Background: an optimization exercise with open tools, aiming at small area. Do not read the settings as production practice.
Only simulation tests tie the RTL to the original design; equivalence was not proved.
Power and IR drop assume default switching activity.

Setup of v6:
==> flow/design.v <==
package bmhq_pkg;
  localparam int CAPACITY_DEF      = 64;
  localparam int PRIORITY_BITS_DEF = 16;
  localparam int TAG_BITS_DEF      = 16;
  typedef enum logic [1:0] {
    ERR_OK     = 2'd0,
    ERR_EMPTY  = 2'd1,
    ERR_FULL   = 2'd2,
    ERR_UNUSED = 2'd3
  } err_t;
  typedef enum logic [3:0] {
    ST_IDLE   = 4'd0,
    ST_INSW   = 4'd1,   
    ST_INSA   = 4'd2,   
    ST_INSB   = 4'd3,   
    ST_LAST   = 4'd4,   
    ST_DEC    = 4'd5,   
    ST_WB     = 4'd6,   
    ST_RELOAD = 4'd7,   
    ST_SHOW   = 4'd8,   
    ST_SHOWE  = 4'd9,   
    ST_SHOWZ  = 4'd10   
  } state_t;
endpackage
module binary_min_heap_queue_core #(
  parameter int CAPACITY      = bmhq_pkg::CAPACITY_DEF,
  parameter int PRIORITY_BITS = bmhq_pkg::PRIORITY_BITS_DEF,
  parameter int TAG_BITS      = bmhq_pkg::TAG_BITS_DEF,
  localparam int CW = $clog2(CAPACITY + 1)
) (
  input  logic                            clk,
  input  logic                            rst_n,
  input  logic                            start,
  output logic                            busy,
  input  logic                            in_kind,
  input  logic signed [PRIORITY_BITS-1:0] in_priority_req,
  input  logic        [TAG_BITS-1:0]      in_payload_tag,
  output logic                            out_valid,
  output logic signed [PRIORITY_BITS-1:0] out_top_priority,
  output logic        [TAG_BITS-1:0]      out_top_tag,
  output logic        [CW-1:0]            out_entry_count,
  output logic                            out_is_empty,
  output logic        [1:0]               out_error_code
);
  localparam int EW = PRIORITY_BITS + TAG_BITS;
  localparam int AW = $clog2(CAPACITY);
  localparam int QW = AW - 1;
  logic [EW*CAPACITY-1:0] ring;
  logic [EW-1:0]          h0, h1, hx, t0, t1;
  logic [EW-1:0]          c_r;
  logic                   sel, wr, c_ld;
  logic                   full, empty;
  assign h0 = ring[EW-1:0];
  assign h1 = ring[2*EW-1:EW];
  assign hx = sel ? h1 : h0;
  assign t0 = (wr && !sel) ? c_r : h0;
  assign t1 = (wr && sel) ? c_r : (empty ? '0 : h1);
  always_ff @(posedge clk) begin
    ring <= {t1, t0, ring[EW*CAPACITY-1:2*EW]};
  end
  bmhq_pkg::state_t state_r, state_nxt;
  logic [QW-1:0]    q_r;
  logic [CW-1:0]    count_r, count_nxt;
  logic [AW-1:0]    cur_r, cur_nxt;
  logic             sw_r, sw_nxt, pr_r, pr_nxt;
  logic             accept;
  logic [QW:0] q1;
  assign q1 = {1'b0, q_r} + (QW+1)'(1);
  always_ff @(posedge clk) begin
    if (!rst_n) begin
      state_r <= bmhq_pkg::ST_IDLE;
      q_r     <= '0;
      count_r <= '0;
    end else begin
      state_r <= state_nxt;
      q_r     <= q1[QW-1:0];
      count_r <= count_nxt;
    end
  end
  always_ff @(posedge clk) begin
    cur_r <= cur_nxt;
    lvl_r <= lvl_nxt;
    sw_r  <= sw_nxt;
    pr_r  <= pr_nxt;
    if (accept) begin
      c_r <= {in_priority_req, in_payload_tag};
    end else if (c_ld) begin
      c_r <= hx;
    end
  end
  logic signed [PRIORITY_BITS-1:0] p0, p1, px, cp;
  assign p0 = h0[EW-1 -: PRIORITY_BITS];
  assign p1 = h1[EW-1 -: PRIORITY_BITS];
  assign px = hx[EW-1 -: PRIORITY_BITS];
  assign cp = c_r[EW-1 -: PRIORITY_BITS];
  function automatic logic lt16(input logic [PRIORITY_BITS-1:0] a, input logic [PRIORITY_BITS-1:0] b,
                                input logic le);
    logic c, ai, bi;
    c = le;
    for (int i = 0; i < PRIORITY_BITS; i++) begin
      ai = (i == PRIORITY_BITS-1) ? !a[i] : a[i];
      bi = (i == PRIORITY_BITS-1) ? !b[i] : b[i];
      c  = (!ai && bi) || (!ai && c) || (bi && c);
    end
    lt16 = c;
  endfunction
  logic x_vs_c, c_lt_x, x_lt_c, p1_lt_p0, ins_cmp;
  assign x_vs_c   = lt16(px, cp, ins_cmp);
  assign c_lt_x   = !x_vs_c;
  assign x_lt_c   = x_vs_c;
  assign p1_lt_p0 = lt16(p1, p0, 1'b0);
  logic [2:0]    lvl_r, lvl_nxt, depth;
  logic          path_bit, path_final;
  logic [CW-1:0] count_inc;
  assign count_inc = count_r + CW'(1);
  always_comb begin
    depth = '0;
    for (int i = 1; i < CW; i++) begin
      if (count_inc[i]) depth = 3'(i);
    end
  end
  assign path_bit   = count_r[lvl_r - 3'd1];
  assign path_final = (lvl_r == 3'd1);
  logic [AW-1:0] cur_m1;
  assign cur_m1  = cur_r - AW'(1);
  logic at_cur, at_kids;
  assign at_cur  = (q_r == cur_m1[AW-1:1]);
  assign at_kids = (q_r == cur_r[QW-1:0]);
  logic [CW-1:0] left7;
  logic          has_l, has_r;
  assign left7 = {cur_r, 1'b1};
  assign has_l = left7 < count_r;
  assign has_r = (left7 + CW'(1)) < count_r;
  assign ins_cmp = (state_r == bmhq_pkg::ST_INSW) || (state_r == bmhq_pkg::ST_INSA) ||
                   (state_r == bmhq_pkg::ST_INSB);
  assign full  = count_r[CW-1];
  assign empty = (count_r == '0);
  always_comb begin
    state_nxt = state_r;
    count_nxt = count_r;
    cur_nxt   = cur_r;
    sw_nxt    = sw_r;
    pr_nxt    = pr_r;
    lvl_nxt   = lvl_r;
    accept    = 1'b0;
    sel       = 1'b0;
    wr        = 1'b0;
    c_ld      = 1'b0;
    out_valid = 1'b0;
    case (state_r)
      bmhq_pkg::ST_IDLE: begin
        if (start) begin
          accept  = 1'b1;
          cur_nxt = '0;
          if (!in_kind) begin
            if (full) begin
              state_nxt = bmhq_pkg::ST_SHOW;
            end else begin
              count_nxt = count_inc;
              lvl_nxt   = depth;
              state_nxt = bmhq_pkg::ST_INSW;
            end
          end else begin
            if (empty) begin
              state_nxt = bmhq_pkg::ST_SHOWE;
            end else begin
              count_nxt = count_r - CW'(1);
              cur_nxt   = AW'(count_nxt);
              if (count_r == CW'(1)) state_nxt = bmhq_pkg::ST_SHOWZ;
              else                   state_nxt = bmhq_pkg::ST_LAST;
            end
          end
        end
      end
      bmhq_pkg::ST_INSW: begin
        sel = 1'b1;
        if (q_r == '1) begin
          out_valid = 1'b1;
          wr        = (lvl_r == '0) || c_lt_x;
          c_ld      = wr;
          if (lvl_r == '0) state_nxt = bmhq_pkg::ST_IDLE;
          else if (wr)     state_nxt = bmhq_pkg::ST_INSB;
          else             state_nxt = bmhq_pkg::ST_INSA;
        end
      end
      bmhq_pkg::ST_INSA, bmhq_pkg::ST_INSB: begin
        sel = path_bit;
        if (at_kids) begin
          wr      = (state_r == bmhq_pkg::ST_INSB) || path_final || c_lt_x;
          c_ld    = wr;
          cur_nxt = AW'(left7) + AW'(path_bit);
          lvl_nxt = lvl_r - 3'd1;
          if (path_final) state_nxt = bmhq_pkg::ST_IDLE;
          else if (wr)    state_nxt = bmhq_pkg::ST_INSB;
        end
      end
      bmhq_pkg::ST_LAST: begin
        sel = !cur_r[0];
        if (at_cur) begin
          c_ld      = 1'b1;
          cur_nxt   = '0;
          state_nxt = bmhq_pkg::ST_DEC;
        end
      end
      bmhq_pkg::ST_DEC: begin
        sel = has_r && p1_lt_p0;
        if (!has_l || (at_kids && !x_lt_c)) begin
          sw_nxt = 1'b0;
          if (cur_r == '0) state_nxt = bmhq_pkg::ST_WB;
          else             state_nxt = bmhq_pkg::ST_IDLE;
        end else if (at_kids) begin
          wr        = 1'b1;
          c_ld      = 1'b1;
          sw_nxt    = 1'b1;
          pr_nxt    = sel;
          state_nxt = bmhq_pkg::ST_WB;
        end
      end
      bmhq_pkg::ST_WB: begin
        sel = !cur_r[0];
        if (at_cur) begin
          wr        = 1'b1;
          out_valid = (cur_r == '0);
          if (sw_r) begin
            cur_nxt   = AW'(left7) + AW'(pr_r);
            state_nxt = bmhq_pkg::ST_RELOAD;
          end else begin
            state_nxt = bmhq_pkg::ST_IDLE;
          end
        end
      end
      bmhq_pkg::ST_RELOAD: begin
        sel = !cur_r[0];
        if (at_cur) begin
          c_ld      = 1'b1;
          state_nxt = bmhq_pkg::ST_DEC;
        end
      end
      bmhq_pkg::ST_SHOW: begin
        sel = 1'b1;
        if (q_r == '1) begin
          out_valid = 1'b1;
          state_nxt = bmhq_pkg::ST_IDLE;
        end
      end
      bmhq_pkg::ST_SHOWE, bmhq_pkg::ST_SHOWZ: begin
        sel       = 1'b1;
        out_valid = 1'b1;
        state_nxt = bmhq_pkg::ST_IDLE;
      end
      default: state_nxt = bmhq_pkg::ST_IDLE;
    endcase
  end
  assign busy             = (state_r != bmhq_pkg::ST_IDLE);
  assign out_is_empty     = empty;
  assign out_top_priority = t1[EW-1 -: PRIORITY_BITS];
  assign out_top_tag      = t1[TAG_BITS-1:0];
  assign out_entry_count  = count_r;
  assign out_error_code   = (state_r == bmhq_pkg::ST_SHOW)  ? bmhq_pkg::ERR_FULL  :
                            (state_r == bmhq_pkg::ST_SHOWE) ? bmhq_pkg::ERR_EMPTY :
                                                              bmhq_pkg::ERR_OK;
endmodule
Settings: LEC_CHECK=0, ABC_AREA=1, CAP_MARGIN=0, CORE_MARGIN=2, CORE_UTILIZATION=70, PLACE_DENSITY=0.88, SLEW_MARGIN=0; clock period 10.0 ns.
standard.sh (not shown) runs the stock make flow with config.mk's settings and CLKGATE_MAP_FILE= SYNTH_SCRIPT=/design/flow/synth_recipe.tcl, a recipe that flattens the netlist after the stock synthesis.
==> flow/flow/run.sh <==
#!/bin/bash
# Standard layout with two changes: clock tree synthesis clusters up to 26 flip-flops per leaf
# buffer (within 60 um) and adds no dummy loads, and ports are buffered with buf_1.
set -euo pipefail
bash standard.sh \
  "CTS_ARGS=-sink_clustering_enable -repair_clock_nets -dont_use_dummy_load -sink_clustering_size 26 -sink_clustering_max_diameter 60" \
  "BUFFER_PORTS_ARGS=-buffer_cell sky130_fd_sc_hd__buf_1" \
  finish > flow.log 2>&1
diff inputs: v6 => v7
-- flow/design.v --
<<< v6, line 19
    ST_RELOAD = 4'd7,   
    ST_SHOW   = 4'd8,   
    ST_SHOWE  = 4'd9,   
    ST_SHOWZ  = 4'd10   
  } state_t;
endpackage
>>> v7, line 19
    ST_RELOAD = 4'd7,   
    ST_SHOW   = 4'd8,   
    ST_SHOWE  = 4'd9    
  } state_t;
endpackage
<<< v6, line 54
  assign h1 = ring[2*EW-1:EW];
  assign hx = sel ? h1 : h0;
  assign t0 = (wr && !sel) ? c_r : h0;
  assign t1 = (wr && sel) ? c_r : (empty ? '0 : h1);
  always_ff @(posedge clk) begin
    ring <= {t1, t0, ring[EW*CAPACITY-1:2*EW]};
  end
  bmhq_pkg::state_t state_r, state_nxt;
  logic [QW-1:0]    q_r;
  logic [CW-1:0]    count_r, count_nxt;
>>> v7, line 53
  assign h1 = ring[2*EW-1:EW];
  assign hx = sel ? h1 : h0;
  logic w0, w1, k0, k1;
  assign w0 = wr && !sel;
  assign w1 = wr && sel;
  assign k0 = !w0;
  assign k1 = !w1 && !empty;
  assign t0 = (c_r & {EW{w0}}) | (h0 & {EW{k0}});
  assign t1 = (c_r & {EW{w1}}) | (h1 & {EW{k1}});
  always_ff @(posedge clk) begin
    ring <= {t1, t0, ring[EW*CAPACITY-1:2*EW]};
  end
  bmhq_pkg::state_t state_r, state_nxt;
  bmhq_pkg::err_t   err_r, err_nxt;
  logic [QW-1:0]    q_r;
  logic [CW-1:0]    count_r, count_nxt;
<<< v6, line 70
    if (!rst_n) begin
      state_r <= bmhq_pkg::ST_IDLE;
      q_r     <= '0;
      count_r <= '0;
    end else begin
      state_r <= state_nxt;
      q_r     <= q1[QW-1:0];
      count_r <= count_nxt;
>>> v7, line 75
    if (!rst_n) begin
      state_r <= bmhq_pkg::ST_IDLE;
      err_r   <= bmhq_pkg::ERR_OK;
      q_r     <= '0;
      count_r <= '0;
    end else begin
      state_r <= state_nxt;
      err_r   <= err_nxt;
      q_r     <= q1[QW-1:0];
      count_r <= count_nxt;
<<< v6, line 138
  always_comb begin
    state_nxt = state_r;
    count_nxt = count_r;
    cur_nxt   = cur_r;
>>> v7, line 145
  always_comb begin
    state_nxt = state_r;
    err_nxt   = err_r;
    count_nxt = count_r;
    cur_nxt   = cur_r;
<<< v6, line 152
        if (start) begin
          accept  = 1'b1;
          cur_nxt = '0;
          if (!in_kind) begin
            if (full) begin
              state_nxt = bmhq_pkg::ST_SHOW;
            end else begin
>>> v7, line 160
        if (start) begin
          accept  = 1'b1;
          err_nxt = bmhq_pkg::ERR_OK;
          cur_nxt = '0;
          if (!in_kind) begin
            if (full) begin
              err_nxt   = bmhq_pkg::ERR_FULL;
              state_nxt = bmhq_pkg::ST_SHOW;
            end else begin
<<< v6, line 163
          end else begin
            if (empty) begin
              state_nxt = bmhq_pkg::ST_SHOWE;
            end else begin
              count_nxt = count_r - CW'(1);
              cur_nxt   = AW'(count_nxt);
              if (count_r == CW'(1)) state_nxt = bmhq_pkg::ST_SHOWZ;
              else                   state_nxt = bmhq_pkg::ST_LAST;
            end
>>> v7, line 173
          end else begin
            if (empty) begin
              err_nxt   = bmhq_pkg::ERR_EMPTY;
              state_nxt = bmhq_pkg::ST_SHOWE;
            end else begin
              count_nxt = count_r - CW'(1);
              cur_nxt   = AW'(count_nxt);
              if (count_r == CW'(1)) state_nxt = bmhq_pkg::ST_SHOWE;
              else                   state_nxt = bmhq_pkg::ST_LAST;
            end
<<< v6, line 244
        end
      end
      bmhq_pkg::ST_SHOWE, bmhq_pkg::ST_SHOWZ: begin
        sel       = 1'b1;
        out_valid = 1'b1;
>>> v7, line 255
        end
      end
      bmhq_pkg::ST_SHOWE: begin
        sel       = 1'b1;
        out_valid = 1'b1;
<<< v6, line 257
  assign out_top_tag      = t1[TAG_BITS-1:0];
  assign out_entry_count  = count_r;
  assign out_error_code   = (state_r == bmhq_pkg::ST_SHOW)  ? bmhq_pkg::ERR_FULL  :
                            (state_r == bmhq_pkg::ST_SHOWE) ? bmhq_pkg::ERR_EMPTY :
                                                              bmhq_pkg::ERR_OK;
endmodule
>>> v7, line 268
  assign out_top_tag      = t1[TAG_BITS-1:0];
  assign out_entry_count  = count_r;
  assign out_error_code   = err_r;
endmodule
Findings:
- Number of instances in the synthesized netlist (v7 vs. v6) decreases slightly
- The final reports for v7 and v6 show overall global routing resource usage higher in the former.
- From v6 to v7 the numbers moved as follows: clock power increased about 1%; die area decreased about 0.4%; critical path depth decreased 2.4%; time the worst path needs with I/O delays and setup increased 0.17 ns; longest individual stage delay on the worst path decreased 0.07 ns.
- Going from v6 to v7, clock network area share neither gained nor lost much, layout net count lost 35.
- Side by side, portion of total power attributed to combinational logic turned out lower in v7 than in v6.
- met5 as the highest layer used for signal routing was reported by v7, and met4 by v6.
- Compared to v6, v7 has total power consumption of the routed design about 20% lower.
- The via count of the routed design of v7 was superior to that of v6.
- Via count of the first global-routing pass: v7 < v6
- The sequential power in v7 sits 24% below the value recorded for v6.

-- separate check: timing with driven ports --
Ports are ideal in the flow. The routed layouts listed here were re-timed in OpenROAD.
Step 1 assumes that a clkbuf_16 drives the clock port and a buf_2 every other input.
Step 2 also shifts input and output timing later by t, the mid clock arrival at the registers, as if the neighbouring blocks saw the same clock.
Three values: no drivers, after step 1, after step 2; two values: the first two.
| run | t (ns) | slack for setup (ns) | worst setup path after step 2 |
|---|---|---|---|
| v6 | 0.684 | 0.825 / 0.759 / 1.444 | register to output |
| v7 | 0.686 | 0.655 / 0.589 / 1.276 | register to output |
After both steps setup and hold are still met in every run listed.
